This design comes from an exercise in tuning for small area on the open sky130 flow, not from production work.
The RTL was checked by simulation tests, not by an equivalence proof against the original design.
Power is estimated from default activity; no workload was simulated.

run 1:
==> flow/design.v <==
`timescale 1ns/1ps
`default_nettype none
module results_accel (
    input  wire        clk,
    input  wire        rst,
    input  wire        i_lane0_valid,
    input  wire [31:0] i_lane0_query_id,
    input  wire [31:0] i_lane0_ref_id,
    input  wire [31:0] i_lane0_min_val,
    input  wire [31:0] i_lane0_position,
    input  wire        i_lane1_valid,
    input  wire [31:0] i_lane1_query_id,
    input  wire [31:0] i_lane1_ref_id,
    input  wire [31:0] i_lane1_min_val,
    input  wire [31:0] i_lane1_position,
    input  wire [31:0] i_seg_target0,
    input  wire [31:0] i_seg_target1,
    input  wire        i_tx_results,
    output wire        o_query_next,
    output wire        o_tvalid,
    input  wire        i_tready,
    output wire [31:0] o_tdata,
    output wire        o_tlast
);
    logic [127:0] rec0, rec1;
    assign rec0 = {i_lane0_query_id, i_lane0_ref_id, i_lane0_min_val, i_lane0_position};
    assign rec1 = {i_lane1_query_id, i_lane1_ref_id, i_lane1_min_val, i_lane1_position};
    logic [2:0]  slot0, slot1;
    logic [15:0] seg0, seg1;
    logic        batch_done;
    logic        end0, end1;
    assign batch_done   = (seg0 == i_seg_target0[15:0]) && (seg1 == i_seg_target1[15:0]);
    assign o_query_next = batch_done;
    assign end0 = i_lane0_valid && (slot0 == 3'd7);
    assign end1 = i_lane1_valid && (slot1 == 3'd7);
    always_ff @(posedge clk) begin
        if (rst) begin
            slot0 <= '0;
            slot1 <= '0;
            seg0  <= '0;
            seg1  <= '0;
        end else begin
            if (i_lane0_valid) slot0 <= slot0 + 1'b1;
            if (i_lane1_valid) slot1 <= slot1 + 1'b1;
            if (batch_done)    seg0 <= {15'd0, end0};
            else if (end0)     seg0 <= seg0 + 1'b1;
            if (batch_done)    seg1 <= {15'd0, end1};
            else if (end1)     seg1 <= seg1 + 1'b1;
        end
    end
    logic [1023:0] best;
    logic [7:0]    has;       
    logic [7:0]    from0;     
    logic [31:0]   cur0, cur1;
    logic          lt0, lt1, le1, l0_lt_l1;
    logic [7:0] at0, at1;
    always_comb begin
        cur0 = '0;
        cur1 = '0;
        for (int s = 0; s < 8; s++) begin
            at0[s] = (slot0 == 3'(s));
            at1[s] = (slot1 == 3'(s));
            cur0 = cur0 | ({32{at0[s]}} & best[s*128 + 32 +: 32]);
            cur1 = cur1 | ({32{at1[s]}} & best[s*128 + 32 +: 32]);
        end
    end
    assign lt0      = i_lane0_min_val < cur0;
    assign lt1      = i_lane1_min_val < cur1;
    assign le1      = i_lane1_min_val <= cur1;
    assign l0_lt_l1 = i_lane0_min_val < i_lane1_min_val;
    logic [7:0] we, sel1;
    always_comb begin
        for (int s = 0; s < 8; s++) begin
            logic w0, w1, h, beat0, beat1;
            w0    = i_lane0_valid && (slot0 == 3'(s));
            w1    = i_lane1_valid && (slot1 == 3'(s));
            h     = has[s] && !batch_done;
            beat0 = !h || lt0;
            beat1 = !h || (from0[s] ? le1 : lt1);
            sel1[s] = w1 && !(w0 && l0_lt_l1);
            we[s]   = sel1[s] ? beat1 : (w0 && beat0);
        end
    end
    logic [7:0] take0, take1, keep;
    assign take0 = we & ~sel1;
    assign take1 = we & sel1;
    assign keep  = ~we;
    always_ff @(posedge clk) begin
        for (int s = 0; s < 8; s++) begin
            best[s*128 +: 128] <= ({128{keep[s]}}  & best[s*128 +: 128]) |
                                  ({128{take0[s]}} & rec0) |
                                  ({128{take1[s]}} & rec1);
        end
    end
    always_ff @(posedge clk) begin
        if (rst) begin
            has   <= '0;
            from0 <= '0;
        end else begin
            for (int s = 0; s < 8; s++) begin
                has[s] <= (has[s] && !batch_done) || we[s];
                if (we[s]) from0[s] <= !sel1[s];
            end
        end
    end
    logic [31:0] snap [32];
    logic [31:0] beat_of [32];
    logic        cap, shift, hold;
    logic        push, pop;
    always_comb begin
        for (int k = 0; k < 32; k++) begin
            beat_of[k] = best[(k/4)*128 + (3 - k%4)*32 +: 32];
        end
    end
    assign cap   = batch_done;
    assign shift = pop && !batch_done;
    assign hold  = !pop && !batch_done;
    always_ff @(posedge clk) begin
        for (int k = 0; k < 32; k++) begin
            snap[k] <= ({32{cap}} & beat_of[k]) | ({32{shift}} & snap[(k+1)%32]) | ({32{hold}} & snap[k]);
        end
    end
    logic result_ready, tx_req, tx_start, fire;
    logic sending;
    logic [4:0] wr_idx, rd_idx, fill;
    assign fire = result_ready && tx_req;
    assign fill     = wr_idx - rd_idx;
    assign push     = sending && !fill[2];
    assign o_tvalid = (wr_idx != rd_idx);
    assign pop      = o_tvalid && i_tready;
    always_ff @(posedge clk) begin
        if (rst) begin
            result_ready <= 1'b0;
            tx_req       <= 1'b0;
            tx_start     <= 1'b0;
            sending      <= 1'b0;
            wr_idx       <= '0;
            rd_idx       <= '0;
        end else begin
            result_ready <= (result_ready && !fire) || batch_done;
            tx_req       <= (tx_req && !fire) || i_tx_results;
            tx_start     <= fire;
            if (tx_start) sending <= 1'b1;
            if (push) begin
                wr_idx <= wr_idx + 1'b1;
                if (wr_idx == 5'd31) sending <= 1'b0;
            end
            if (pop) rd_idx <= rd_idx + 1'b1;
        end
    end
    assign o_tdata = snap[0];
    assign o_tlast = (rd_idx == 5'd31);
endmodule
`default_nettype wire
export LEC_CHECK = 0
export CAP_MARGIN = 20
export CORE_MARGIN = 2
export CORE_UTILIZATION = 40
export SLEW_MARGIN = 20
create_clock -name core_clock -period 10.0 [get_ports {clk}]
standard.sh (not shown) runs the stock make flow with config.mk's settings and CLKGATE_MAP_FILE= SYNTH_SCRIPT=/design/flow/synth_recipe.tcl, a recipe that flattens the netlist after the stock synthesis.
==> flow/flow/run.sh <==
#!/bin/bash
# Own layout flow: the standard flow (standard.sh), with
#  - synthesis mapping the logic with an area-oriented ABC script (registers are
#    mapped by dfflibmap before ABC runs, so they are the standard synthesis's),
#  - a clock tree of larger sink clusters without dummy loads, small port buffers,
#  - no timing repair at floorplan (the design has ample slack; wire-free
#    estimates there only upsize cells).
# Each tool's output goes to the ORFS logs under orfs/logs; the make output
# goes to standard.log in the work folder.
set -euo pipefail
W=$(pwd)
F=$W/flow

# Synthesis script: the standard flow's, with abc pointed at the area script
{
  head -n 1 synth_recipe.tcl
  echo "proc abc {args} { set i [lsearch \$args -script]; lset args [expr {\$i+1}] $F/abc_area.script; yosys abc {*}\$args }"
  tail -n +2 synth_recipe.tcl
} > flow_synth.tcl
sed "s|$W/synth_recipe.tcl|$W/flow_synth.tcl|" standard.sh > flow_standard.sh
grep -q flow_synth.tcl flow_standard.sh

export CTS_ARGS="-sink_clustering_enable -repair_clock_nets -dont_use_dummy_load -sink_clustering_size 25 -sink_clustering_max_diameter 100"
# Port buffers: the smallest buffer (repair_design sizes up where a net needs it)
export BUFFER_PORTS_ARGS="-buffer_cell sky130_fd_sc_hd__buf_1"
export REMOVE_ABC_BUFFERS=1

bash flow_standard.sh > standard.log 2>&1
==> flow/flow/abc_area.script <==
strash
dch
map -a
topo
Run 1 closes out successfully: all stages finished, all timing, DRC and antenna checks passed.
## Diff of input files: run 2 against run 1
diff --git a/flow/flow/run.sh b/flow/flow/run.sh
--- a/flow/flow/run.sh
+++ b/flow/flow/run.sh
@@ -1,6 +1,7 @@
 #!/bin/bash
 # Own layout flow: the standard flow (standard.sh), with
-#  - synthesis mapping the logic with an area-oriented ABC script (registers are
-#    mapped by dfflibmap before ABC runs, so they are the standard synthesis's),
+#  - synthesis mapping the logic with area-oriented ABC scripts, one for the
+#    snapshot's input logic and one for the rest (registers are mapped by
+#    dfflibmap before ABC runs, so they are the standard synthesis's),
 #  - a clock tree of larger sink clusters without dummy loads, small port buffers,
 #  - no timing repair at floorplan (the design has ample slack; wire-free
@@ -12,8 +13,9 @@
 F=$W/flow
 
-# Synthesis script: the standard flow's, with abc pointed at the area script
+# Synthesis script: the standard flow's, with abc replaced by abc_split.tcl's
+export OWN_FLOW_DIR=$F
 {
   head -n 1 synth_recipe.tcl
-  echo "proc abc {args} { set i [lsearch \$args -script]; lset args [expr {\$i+1}] $F/abc_area.script; yosys abc {*}\$args }"
+  echo "source $F/abc_split.tcl"
   tail -n +2 synth_recipe.tcl
 } > flow_synth.tcl
==> flow/flow/abc_snap.script (new file) <==
&get -n
&st
&dch
&nf -p -R 1000 -C 32 -F 8
&put
==> flow/flow/abc_split.tcl (new file) <==
# Sourced by the flow's synthesis script: replaces Yosys's abc command so the
# logic feeding the snapshot registers is mapped with abc_snap.script and the
# rest with abc_area.script. Both only map the combinational logic; the
# registers were mapped before abc runs.
proc abc {args} {
  set i [lsearch $args -script]
  set snap_args $args
  lset snap_args [expr {$i + 1}] $::env(OWN_FLOW_DIR)/abc_snap.script
  set rest_args $args
  lset rest_args [expr {$i + 1}] $::env(OWN_FLOW_DIR)/abc_area.script
  yosys select -set snap_d c:\\snap* %ci1:+\[D\] c:\\snap* %d
  yosys select -set snap_cone @snap_d %ci*:-sky130_fd_sc_hd__dfxtp_1\[D,CLK\]
  yosys abc {*}$snap_args @snap_cone
  yosys abc {*}$rest_args
}
==> results.txt <==
- Core utilization essentially unchanged between run 1 and run 2.
- Delay of the slowest cell on the worst path, run 1 and run 2, higher one = run 1.
- Compared with run 1, in run 2 layout-stage area growth over the synthesis result essentially unchanged, overall power now smaller.
- Per the comparison of run 2 with run 1, detailed-route wire length per cell went up about 6%, non-clock buffer total of the final layout went down 14, number of different library cells in the post-synthesis netlist went down 1, post-route minimum period went down 0.038 ns.
> inputs changed (run 2 -> run 3)
- SLEW_MARGIN changed from 20 to 5
- CAP_MARGIN changed from 20 to 5
diff --git a/flow/flow/run.sh b/flow/flow/run.sh
--- a/flow/flow/run.sh
+++ b/flow/flow/run.sh
@@ -1,7 +1,6 @@
 #!/bin/bash
 # Own layout flow: the standard flow (standard.sh), with
-#  - synthesis mapping the logic with area-oriented ABC scripts, one for the
-#    snapshot's input logic and one for the rest (registers are mapped by
-#    dfflibmap before ABC runs, so they are the standard synthesis's),
+#  - synthesis mapping the logic with an area-oriented ABC script (registers are
+#    mapped by dfflibmap before ABC runs, so they are the standard synthesis's),
 #  - a clock tree of larger sink clusters without dummy loads, small port buffers,
 #  - no timing repair at floorplan (the design has ample slack; wire-free
@@ -13,9 +12,8 @@
 F=$W/flow
 
-# Synthesis script: the standard flow's, with abc replaced by abc_split.tcl's
-export OWN_FLOW_DIR=$F
+# Synthesis script: the standard flow's, with abc pointed at the area script
 {
   head -n 1 synth_recipe.tcl
-  echo "source $F/abc_split.tcl"
+  echo "proc abc {args} { set i [lsearch \$args -script]; lset args [expr {\$i+1}] $F/abc_area.script; yosys abc {*}\$args }"
   tail -n +2 synth_recipe.tcl
 } > flow_synth.tcl
removed: flow/flow/abc_snap.script
removed: flow/flow/abc_split.tcl
==> results.txt <==
Looking at run 3 and run 2, the buffering overhead is a wash.
Between run 3 and run 2, area after synthesis is lower for run 2, run 3 comes in above that.
Synthesized instance count is lower on run 2

* * *

Another version of the RTL of results_accel (not shown whole).
Size in the first run: roughly 360 I/O pins, roughly 0.079 mm2 of cells after synthesis.
==> flow/config.mk <==
export PLATFORM = sky130hd
export DESIGN_NAME = results_accel
export DESIGN_NICKNAME = results_accel
export VERILOG_FILES = /design/flow/design.v
export SDC_FILE = /design/flow/constraint.sdc
export NUM_CORES = 4
export LEC_CHECK = 0
export CAP_MARGIN = 20
export CORE_MARGIN = 2
export CORE_UTILIZATION = 55
export SLEW_MARGIN = 20
==> flow/constraint.sdc <==
create_clock -name core_clock -period 10.0 [get_ports {clk}]
set_input_delay 2.0000 -clock core_clock [delete_from_list [all_inputs] [get_ports {clk}]]
set_output_delay 2.0000 -clock core_clock [all_outputs]
set_load 0.01 [all_outputs]
==> flow/flow/run.sh <==
#!/bin/bash
# Own layout flow: the standard flow (standard.sh), with
#  - synthesis mapping the logic with an area-oriented ABC script (registers are
#    mapped by dfflibmap before ABC runs, so they are the standard synthesis's),
#  - a clock tree of small buffers without dummy loads, and small port buffers,
#  - no timing repair at floorplan (the design has ample slack; wire-free
#    estimates there only upsize cells).
# Each tool's output goes to the ORFS logs under orfs/logs; the make output
# goes to standard.log in the work folder.
set -euo pipefail
W=$(pwd)
F=$W/flow

# Synthesis script: the standard flow's, with abc pointed at the area script
{
  head -n 1 synth_recipe.tcl
  echo "proc abc {args} { set i [lsearch \$args -script]; lset args [expr {\$i+1}] $F/abc_area.script; yosys abc {*}\$args }"
  tail -n +2 synth_recipe.tcl
} > flow_synth.tcl
sed "s|$W/synth_recipe.tcl|$W/flow_synth.tcl|" standard.sh > flow_standard.sh
grep -q flow_synth.tcl flow_standard.sh

export CTS_ARGS="-sink_clustering_enable -repair_clock_nets -dont_use_dummy_load -buf_list sky130_fd_sc_hd__clkbuf_4 -root_buf sky130_fd_sc_hd__clkbuf_16"
# Port buffers: the smallest buffer (repair_design sizes up where a net needs it)
export BUFFER_PORTS_ARGS="-buffer_cell sky130_fd_sc_hd__buf_1"
export REMOVE_ABC_BUFFERS=1

bash flow_standard.sh > standard.log 2>&1
Scripts as last shown in full above: flow/flow/abc_area.script
Next try:
==> flow/run.sh (new file) <==
#!/bin/bash
# synth_recipe.tcl (not shown) runs the flow's synth.tcl, then flattens the netlist and writes it again
# the make line also repeats each setting of config.mk as NAME=value (left out here)
make -C /OpenROAD-flow-scripts/flow DESIGN_CONFIG=/design/flow/config.mk WORK_HOME=/design/flow/orfs CLKGATE_MAP_FILE= SYNTH_SCRIPT=/design/flow/synth_recipe.tcl finish
--- a/flow/config.mk
+++ b/flow/config.mk
@@ -8,4 +8,4 @@
 export CAP_MARGIN = 20
 export CORE_MARGIN = 2
-export CORE_UTILIZATION = 55
+export CORE_UTILIZATION = 40
 export SLEW_MARGIN = 20
removed: flow/flow/run.sh
removed: flow/flow/abc_area.script
removed: flow/standard.sh
The new run passed the timing, DRC and antenna checks; sequential power decreases by a few percent; power fell by a few percent; sequential cell count does not change; die area grows by well over a third; non-clock buffer count fell by 7; routed wire length grows by about a fifth; setup slack improved by 0.56 ns.
Next try:
==> flow/flow/run.sh (new file) <==
#!/bin/bash
# Own layout flow: the standard flow (standard.sh), with
#  - synthesis mapping the logic with an area-oriented ABC script (registers are
#    mapped by dfflibmap before ABC runs, so they are the standard synthesis's),
#  - a clock tree of small buffers without dummy loads, and small port buffers,
#  - no timing repair at floorplan (the design has ample slack; wire-free
#    estimates there only upsize cells).
# Each tool's output goes to the ORFS logs under orfs/logs; the make output
# goes to standard.log in the work folder.
set -euo pipefail
W=$(pwd)
F=$W/flow

# Synthesis script: the standard flow's, with abc pointed at the area script
{
  head -n 1 synth_recipe.tcl
  echo "proc abc {args} { set i [lsearch \$args -script]; lset args [expr {\$i+1}] $F/abc_area.script; yosys abc {*}\$args }"
  tail -n +2 synth_recipe.tcl
} > flow_synth.tcl
sed "s|$W/synth_recipe.tcl|$W/flow_synth.tcl|" standard.sh > flow_standard.sh
grep -q flow_synth.tcl flow_standard.sh

export CTS_ARGS="-sink_clustering_enable -repair_clock_nets -dont_use_dummy_load -buf_list sky130_fd_sc_hd__clkbuf_4 -root_buf sky130_fd_sc_hd__clkbuf_16"
# Port buffers: the smallest buffer (repair_design sizes up where a net needs it)
export BUFFER_PORTS_ARGS="-buffer_cell sky130_fd_sc_hd__buf_1"
export REMOVE_ABC_BUFFERS=1

bash flow_standard.sh > standard.log 2>&1
==> flow/flow/abc_area.script (new file) <==
strash
dch
map -a
topo
==> flow/standard.sh (new file) <==
#!/bin/bash
# synth_recipe.tcl (not shown) runs the flow's synth.tcl, then flattens the netlist and writes it again
# the make line also repeats each setting of config.mk as NAME=value (left out here)
make -C /OpenROAD-flow-scripts/flow DESIGN_CONFIG=/design/flow/config.mk WORK_HOME=/design/flow/orfs CLKGATE_MAP_FILE= SYNTH_SCRIPT=/design/flow/synth_recipe.tcl "${@:-finish}"
removed: flow/run.sh
Outcome: Clock-buffer cell count climbs by 242. Maximum frequency drops by 8.7%. Die area drops by about 11%. Power rises by 4.3%. Clock power fell by about 18%.
Next try:
--- a/flow/flow/run.sh
+++ b/flow/flow/run.sh
@@ -3,5 +3,5 @@
 #  - synthesis mapping the logic with an area-oriented ABC script (registers are
 #    mapped by dfflibmap before ABC runs, so they are the standard synthesis's),
-#  - a clock tree of small buffers without dummy loads, and small port buffers,
+#  - a clock tree without dummy loads,
 #  - no timing repair at floorplan (the design has ample slack; wire-free
 #    estimates there only upsize cells).
@@ -21,8 +21,7 @@
 grep -q flow_synth.tcl flow_standard.sh
 
-export CTS_ARGS="-sink_clustering_enable -repair_clock_nets -dont_use_dummy_load -buf_list sky130_fd_sc_hd__clkbuf_4 -root_buf sky130_fd_sc_hd__clkbuf_16"
-# Port buffers: the smallest buffer (repair_design sizes up where a net needs it)
-export BUFFER_PORTS_ARGS="-buffer_cell sky130_fd_sc_hd__buf_1"
+export CTS_ARGS="-sink_clustering_enable -repair_clock_nets -dont_use_dummy_load"
 export REMOVE_ABC_BUFFERS=1
+[[ -f $F/extra.sh ]] && source $F/extra.sh
 
 bash flow_standard.sh > standard.log 2>&1
After rerunning: Area after synthesis is unchanged; combinational power went up by about 2%; wire length went down by 0.45%; critical path depth went up by 6; sequential share of layout area went down by 1.1 points.

-- afterwards: timing with drivers on the ports --
The flow's constraints put no driver on any port. The routed layouts listed below were extracted and timed again, unchanged, in two steps.
Step 1, drivers: a clkbuf_16 drives clk and a buf_2 each remaining input, both assumed.
Step 2 moves the port delays by t, midway between the first and last clock arrival at a register: inputs arrive t later, outputs are due t later. That takes back most of the time a late clock gives input paths.
Slacks: ideal / step 1 / step 2; pairs: ideal / step 1.
run	shift t [ns]	slack for setup (ns)	worst hold slack (ns)	clock arrival spread, ns	pins driven straight from the clock port
run 1	0.844	2.044 / 2.044 / 1.511	0.384 / 0.384 / 0.384	0.090 / 0.090	1
run 2	0.841	2.081 / 2.081 / 2.081	0.427 / 0.427 / 0.427	0.107 / 0.108	1
run 3	0.862	1.972 / 1.972 / 1.524	0.403 / 0.403 / 0.403	0.071 / 0.072	1
the first run of note 2	0.980	2.291 / 2.291 / 1.796	0.425 / 0.425 / 0.425	0.058 / 0.058	1
the second run of note 2	0.950	2.854 / 2.854 / 2.040	0.427 / 0.427 / 0.427	0.086 / 0.086	1
the third run of note 2	0.989	2.176 / 2.176 / 1.695	0.407 / 0.407 / 0.407	0.083 / 0.083	1
the fourth run of note 2	0.925	2.076 / 2.143 / 1.217	0.405 / 0.405 / 0.405	0.069 / 0.069	1
After both steps setup and hold are still met in every run listed. The setup slack of the fourth run of note 2, which loses most, moves by +0.067 ns with the drivers and by -0.859 ns with both steps.
